Context: an optimization exercise on an open-source flow, tuned for small area and a short achievable clock period. The choices shown serve that exercise and are no tape-out recipe. Only simulation tests tie the RTL to the original design; equivalence was not proved. No activity file was given, so power comes from the tool's default toggle rates.

File: design/flow/config.mk
export PLATFORM = sky130hd
export DESIGN_NAME = mem_req_buffer
export DESIGN_NICKNAME = mem_req_buffer
export VERILOG_FILES = /design/flow/design.v
export SDC_FILE = /design/flow/constraint.sdc
export NUM_CORES = 4
export LEC_CHECK = 0
export CAP_MARGIN = 20
export CORE_MARGIN = 2
export CORE_UTILIZATION = 40
export SLEW_MARGIN = 20
File: design/flow/constraint.sdc
create_clock -name core_clock -period 10.0 [get_ports {clk}]
set_input_delay 2.0000 -clock core_clock [delete_from_list [all_inputs] [get_ports {clk}]]
set_output_delay 2.0000 -clock core_clock [all_outputs]
set_load 0.01 [all_outputs]
File: design/flow/design.v
module mem_req_buffer #(
    parameter int width_words_p = 4,
    parameter int depth_p       = 8
) (
    input  logic                        clk,
    input  logic                        nreset,
    input  logic                        up_valid_i,
    output logic                        up_ready_o,
    input  logic                        up_we_i,
    input  logic [31:0]                 up_addr_i,
    input  logic [32*width_words_p-1:0] up_wdata_i,
    output logic                        up_valid_o,
    output logic [32*width_words_p-1:0] up_data_o,
    output logic                        dn_valid_o,
    input  logic                        dn_ready_i,
    output logic                        dn_we_o,
    output logic [31:0]                 dn_addr_o,
    output logic [32*width_words_p-1:0] dn_wdata_o,
    input  logic                        dn_valid_i,
    input  logic [32*width_words_p-1:0] dn_data_i
);
    localparam int data_w_lp = 32 * width_words_p;
    localparam int off_w_lp  = $clog2(width_words_p * 4);
    localparam int idx_w_lp  = $clog2(depth_p);
    localparam int ptr_w_lp  = idx_w_lp + 1;
    function automatic logic same_block(input logic [31:0] a, input logic [31:0] b);
        same_block = (a[31:off_w_lp] == b[31:off_w_lp]);
    endfunction
    logic [depth_p-1:0]   ent_we_q, ent_we_d;
    logic [depth_p-1:0][31:0]          ent_addr_q;
    logic [depth_p-1:0][31:0]          ent_addr_d;
    logic [depth_p-1:0][data_w_lp-1:0] ent_wdata_q;
    logic [depth_p-1:0][data_w_lp-1:0] ent_wdata_d;
    logic [ptr_w_lp-1:0]  wr_ptr_q, wr_ptr_d;
    logic [ptr_w_lp-1:0]  rd_ptr_q, rd_ptr_d;
    logic                 rd_pending_q, rd_pending_d;
    logic                 dn_busy_q, dn_busy_d;
    logic                 dn_is_rd_q, dn_is_rd_d;
    logic                 up_valid_q, up_valid_d;
    logic [data_w_lp-1:0] up_data_q, up_data_d;
    logic [ptr_w_lp-1:0]  count_s;
    logic                 empty_s;
    logic                 full_s;
    logic [idx_w_lp-1:0]  rd_idx_s;
    logic [idx_w_lp-1:0]  wr_idx_s;
    logic                 accept_s;
    logic                 issue_s;
    logic                 push_s;
    logic                 coal_s;
    logic                 rsp_rd_s;
    logic [depth_p-1:0][idx_w_lp-1:0]  slot_s;
    logic [depth_p-1:0]   fwd_match_s;
    logic                 fwd_hit_s;
    logic [data_w_lp-1:0] fwd_data_s;
    assign count_s  = wr_ptr_q - rd_ptr_q;
    assign empty_s  = (wr_ptr_q == rd_ptr_q);
    assign full_s   = (count_s == ptr_w_lp'(depth_p));
    assign rd_idx_s = rd_ptr_q[idx_w_lp-1:0];
    assign wr_idx_s = wr_ptr_q[idx_w_lp-1:0];
    assign up_ready_o = ~full_s & ~rd_pending_q & ~nreset;
    assign accept_s   = up_valid_i & up_ready_o;
    assign dn_valid_o = ~empty_s & ~dn_busy_q;
    assign issue_s    = dn_valid_o & dn_ready_i;
    assign rsp_rd_s   = dn_valid_i & dn_busy_q & dn_is_rd_q;
    assign dn_we_o    = ent_we_q[rd_idx_s];
    assign dn_addr_o  = ent_addr_q[rd_idx_s];
    assign dn_wdata_o = ent_wdata_q[rd_idx_s];
    assign up_valid_o = up_valid_q;
    assign up_data_o  = up_data_q;
    always_comb begin
        fwd_data_s = {data_w_lp{1'b0}};
        for (int i = 0; i < depth_p; i++) begin
            slot_s[i]      = idx_w_lp'(rd_ptr_q + ptr_w_lp'(i));
            fwd_match_s[i] = (ptr_w_lp'(i) < count_s) & ent_we_q[slot_s[i]]
                             & same_block(ent_addr_q[slot_s[i]], up_addr_i);
            fwd_data_s     = fwd_match_s[i] ? ent_wdata_q[slot_s[i]] : fwd_data_s;
        end
        fwd_hit_s = |fwd_match_s;
    end
    assign coal_s = 1'b0;
    assign push_s = accept_s & (up_we_i ? ~coal_s : ~fwd_hit_s);
    always_comb begin
        ent_we_d    = ent_we_q;
        ent_addr_d  = ent_addr_q;
        ent_wdata_d = ent_wdata_q;
        if (push_s) begin
            ent_we_d[wr_idx_s]    = up_we_i;
            ent_addr_d[wr_idx_s]  = up_addr_i;
            ent_wdata_d[wr_idx_s] = up_wdata_i;
            wr_ptr_d              = wr_ptr_q + ptr_w_lp'(1);
        end
        else begin
            wr_ptr_d = wr_ptr_q;
        end
        if (issue_s) begin
            rd_ptr_d   = rd_ptr_q + ptr_w_lp'(1);
            dn_busy_d  = 1'b1;
            dn_is_rd_d = ~ent_we_q[rd_idx_s];
        end else if (dn_valid_i & dn_busy_q) begin
            rd_ptr_d   = rd_ptr_q;
            dn_busy_d  = 1'b0;
            dn_is_rd_d = dn_is_rd_q;
        end else begin
            rd_ptr_d   = rd_ptr_q;
            dn_busy_d  = dn_busy_q;
            dn_is_rd_d = dn_is_rd_q;
        end
        if (rsp_rd_s) begin
            up_valid_d   = 1'b1;
            up_data_d    = dn_data_i;
            rd_pending_d = 1'b0;
        end else if (accept_s & (up_we_i | fwd_hit_s)) begin
            up_valid_d   = 1'b1;
            up_data_d    = up_we_i ? {data_w_lp{1'b0}} : fwd_data_s;
            rd_pending_d = rd_pending_q;
        end else if (accept_s) begin
            up_valid_d   = 1'b0;
            up_data_d    = {data_w_lp{1'b0}};
            rd_pending_d = 1'b1;
        end else begin
            up_valid_d   = 1'b0;
            up_data_d    = {data_w_lp{1'b0}};
            rd_pending_d = rd_pending_q;
        end
    end
    always_ff @(posedge clk) begin
        if (nreset) begin
            ent_we_q     <= {depth_p{1'b0}};
            for (int i = 0; i < depth_p; i++) begin
                ent_addr_q[i]  <= 32'h0000_0000;
                ent_wdata_q[i] <= {data_w_lp{1'b0}};
            end
            wr_ptr_q     <= {ptr_w_lp{1'b0}};
            rd_ptr_q     <= {ptr_w_lp{1'b0}};
            rd_pending_q <= 1'b0;
            dn_busy_q    <= 1'b0;
            dn_is_rd_q   <= 1'b0;
            up_valid_q   <= 1'b0;
            up_data_q    <= {data_w_lp{1'b0}};
        end else begin
            ent_we_q     <= ent_we_d;
            ent_addr_q   <= ent_addr_d;
            ent_wdata_q  <= ent_wdata_d;
            wr_ptr_q     <= wr_ptr_d;
            rd_ptr_q     <= rd_ptr_d;
            rd_pending_q <= rd_pending_d;
            dn_busy_q    <= dn_busy_d;
            dn_is_rd_q   <= dn_is_rd_d;
            up_valid_q   <= up_valid_d;
            up_data_q    <= up_data_d;
        end
    end
endmodule
File: design/flow/run.sh
#!/bin/bash
# synth_recipe.tcl (not shown) runs the flow's synth.tcl, then flattens the netlist and writes it again
# the make line also repeats each setting of config.mk as NAME=value (left out here)
make -C /OpenROAD-flow-scripts/flow DESIGN_CONFIG=/design/flow/config.mk WORK_HOME=/design/flow/orfs CLKGATE_MAP_FILE= SYNTH_SCRIPT=/design/flow/synth_recipe.tcl finish
==> summary.txt <==
Timing
  • Post-layout worst setup margin: approximately 1600 ps
  • Worst slew pin tran: roughly 1300 ps
  • Relative slew margins: 0.136
  • Unrepaired setup endpoints after global routing: false
  • Number of pins with negative max-slew slack in the final report: 0
  • Tmin final: ~8400 ps
  • Largest clock skew in the final design: approximately 50 ps
  • Number of failing hold endpoints at the final stage: 0
  • Final-report setup violation count: 0
  • Highest attainable clock frequency: between 0.1 and 0.15 GHz
  • Share of the clock period used by the worst path: 0.836
  • Post-route setup TNS: 0 ps

Power and ir drop
  • Worst supply voltage drop on vdd: between 0.00015 and 0.0002 V
  • Power density over the cells: approximately 170 nW/um2
  • Leak pwr: 39.3 nW
  • Power after layout: about 20 mW

Clock network
  • Count of H-tree levels built during CTS: 4
  • CTS clk-pin slew, worst paths: around 60 ps
  • Post-CTS setup buffer count: 0
  • Number of gates resized after cts: 0
  • Number of hold-repair buffers added at the cts stage: 0
  • TritonCTS clock tree: done
  • Number of sinks on the clock net: approximately 1400
  • Number of buffers added by the clock tree synthesis step: between 150 and 200
  • Clock latency of the later-clocked register in the worst-skew pair: just under 900 ps
  • Max Root-Sink Buffers: 3
  • CTS Root Cell: clkbuf_16

Placed design
  • Post-DP HPWL: ~290000 um
  • Routability cong.: 1.05
  • Count of port buffers added during placement: between 500 and 600
  • Place WS: approximately 1800 ps
  • Inst Count DP: around 13000

Finish
  • Post-layout nets: a little under 10000
  • Total of fill cells in the finished design: 23400
  • Most frequent cells in the layout: dfxtp_1 (1425), mux4_2 (1344), a22o_1 (1284)
  • Ratio of cells with drive above 1 in the final layout: 0.221
  • Non-Filler Instances: 13100
  • Fin util: 0.456
  • Layout-stage area growth over the synthesis result: 13.7%
  • Most common cell after layout, fill and taps aside: dfxtp_1

Logic synthesis
  • Combined area of all synthesized cells: slightly above 100000 um2
  • Mapped Avg Cell Area: ~11 um2
  • Syn_nets: around 10000
  • Seq/Total Area, Yosys: 0.275
  • Number of instances in the synthesized netlist: roughly 9700
  • Leading register cell type out of synthesis: dfxtp_1
  • Share of synthesized registers carrying an async set or reset: 0
  • Main area contributors after synthesis: mux4_2 (29%), dfxtp_1 (28%), a22o_1 (11%)
  • Ys Warns: 1
  • Leading area contributor after synthesis: mux4_2
  • Number of enable flip-flop cells after synthesis: 0
  • Synth top area share: 0.292
  • Number of storage elements in the synthesis netlist: roughly 1400
  • Count of cell types in the netlist: approximately 90

Detailed routing
  • Detailed-route wire length: about 470000 um
  • Number of nets with antenna violations after routing: 0
  • Vias per cell: around 7.4
  • DRC errors left: 0
  • Via count: between 90000 and 100k
  • Detailed Routing Iterations Pass 1: 7
  • First DRT Iteration DRCs: roughly 14000
  • Post-detailed-route wirelength per cell: 36.2 um

Global route
  • Global routing met2 resource utilization: 0.506
  • Number of antenna violations at the first check in global routing: 62
  • Total Routing Usage GR: 0.347
  • Global-route wire length before repair: approximately 670000 um
  • Gr busiest metal: met2
  • Global routing met3 resource utilization: 0.112
  • Met1 track demand over resource in global routing: 0.454
  • Overflow left after global routing: 0
  • Largest net degree at the start of global routing: about 140
  • Via count of the first global-routing pass: ~92000

Floorplan
  • Die Span Y: between 500 and 600 um
  • Area of the core region: about 260000 um2
  • FP Rows: about 190
  • Horizontal die dimension: 513 um
  • Initial Utilization: 0.401
  • I/O pin total: about 590
  • Die area: ~260000 um2

Worst setup path
  • Type of the setup path with the least slack: reg2reg
  • Critical path data arrival time: 9130 ps
  • Top fanout value on the critical path: about 140
  • Reg-to-reg slack, setup: approximately 1600 ps
  • Critical path startpoint category: flop
  • Required @ worst endpoint: about 11000 ps
  • Setup crit end kind: flop

Flow run
  • Total of max-cap violations: 0

Outcome
  • Status: finished clean

Hold path
  • Class of the tightest hold or removal check: reg2reg
==> cells in the mapped netlist (17+ instances only) <==
cell and n:
nor2b_1 17, o22ai_1 37, nor4_1 58, o21ai_0 290, a221oi_1 136, a21oi_1 300
xnor2_1 187, a22o_1 1284, buf_2 262, nand2_1 750, dfxtp_1 1428, buf_1 279
nand3_1 58, mux2_2 172, o2111ai_1 134, mux2i_1 736, clkbuf_1 589, nor2_1 851
nand4_1 162, o211ai_1 135, buf_4 40, nor3_1 54, inv_1 50, mux4_2 1344
nand2b_1 18, buf_6 27, a22oi_1 26
==> routing by layer <==
| metal | vias to the layer above | share of wire |
|---|---|---|
| met2 | 7896 | 0.43 |
| met5 | - | 0.00069 |
| met1 | 48800 | 0.37 |
| met4 | 52 | 0.063 |
| met3 | 1690 | 0.14 |
| li1 | 38300 | - |
==> path summary, 6_finish.rpt <==
path / start / end / cells past startpoint
worst max-delay path: rd_ptr_q[0] / ent_wdata_q[925] / 14
worst min-delay path: dn_is_rd_q / dn_is_rd_q / 2
worst max register to register: rd_ptr_q[0] / ent_wdata_q[925] / 14
worst min register to register: dn_is_rd_q / dn_is_rd_q / 2
==> through the flow <==
step	hold WS, ps	area (um2)
3_3_place_gp	448	112000
4_1_cts	460	118000
2_1_floorplan	423	104000
3_5_place_dp	452	112000
5_1_grt	489	118000
6_report	465	118000
==> worst max-delay path: stages, from the launching register on <==
cell and delay (ps):
dfxtp_4 750, buf_12 600, buf_12 620, nand2b_1 730, o22ai_1 230, nor4_1 930
nor3_1 230, nand4_1 160, and4b_1 300, a211oi_1 710, a31oi_4 520, nor4b_2 470
buf_12 590, buf_4 660, a22o_1 230
==> sequential cells by signal, summed over array words and instances, names as in the netlist <==
name          cells
dn_is_rd_q        1
up_valid_q        1
up_data_q       128
ent_addr_q      256
rd_ptr_q          4
rd_pending_q      1
ent_we_q          8
wr_ptr_q          4
ent_wdata_q    1024
dn_busy_q         1
==> logic make-up (layout without fill, tap and decap cells) <==
| group | Yosys count | in the layout | share of synthesized area |
|---|---|---|---|
| other | 0 | 39 | 0 |
| AO/OA/AOI/OAI | 2481 | 2481 | 0.185 |
| multiplexers | 2252 | 2252 | 0.381 |
| buffers and inverters | 1261 | 1207 | 0.0524 |
| XOR/XNOR | 202 | 202 | 0.0171 |
| AND/OR/NAND/NOR | 2079 | 2079 | 0.0868 |
| adder cells (fa/ha/maj) | 14 | 14 | 0.00176 |
| flip-flops | 1428 | 1428 | 0.275 |
==> power breakdown <==
| part | internal (mW) | switching [mW] |
|---|---|---|
| Clock | 4.16 | 2.83 |
| Combinational | 2.62 | 4.12 |
| Sequential | 5.78 | 0.153 |
==> area by class of cell <==
type                    count  area, um2  share of cell area
multi-input cells        7028      70200               0.594
flip-flops and latches   1428      28600               0.242
repair buffers            825       8450              0.0716
clock buffers             231       4910              0.0416
well taps                3402       4260              0.0361
clock inverters            89       1290              0.0110
inverters                  62        243             0.00206
diodes                     39       97.6            0.000827

-- afterwards: timing with drivers on the ports --
How much do the figures lean on ideal ports? The routed layout below was timed once more, with nothing changed but the port constraints. Step 1, drivers: a clkbuf_16 drives clk and a buf_2 each remaining input, both assumed. Step 2 times the ports against the registers' clock, not the clock port: input delays grow and output delays shrink by t, the midpoint of the rising clock arrivals with the driver on. Slacks: ideal / step 1 / step 2; pairs: ideal / step 1.
t (ns): 0.947
setup WS [ns]: 1.638 / 1.634 / 1.572
latest minus earliest clock arrival (ns): 0.052 / 0.051
worst data-port slew with drivers (ns): 0.26
pins driven straight from the clock port: 1
After both steps setup and hold are still met in this run. For this run, drivers alone change the setup slack by -0.004 ns; drivers and shift together by -0.066 ns.
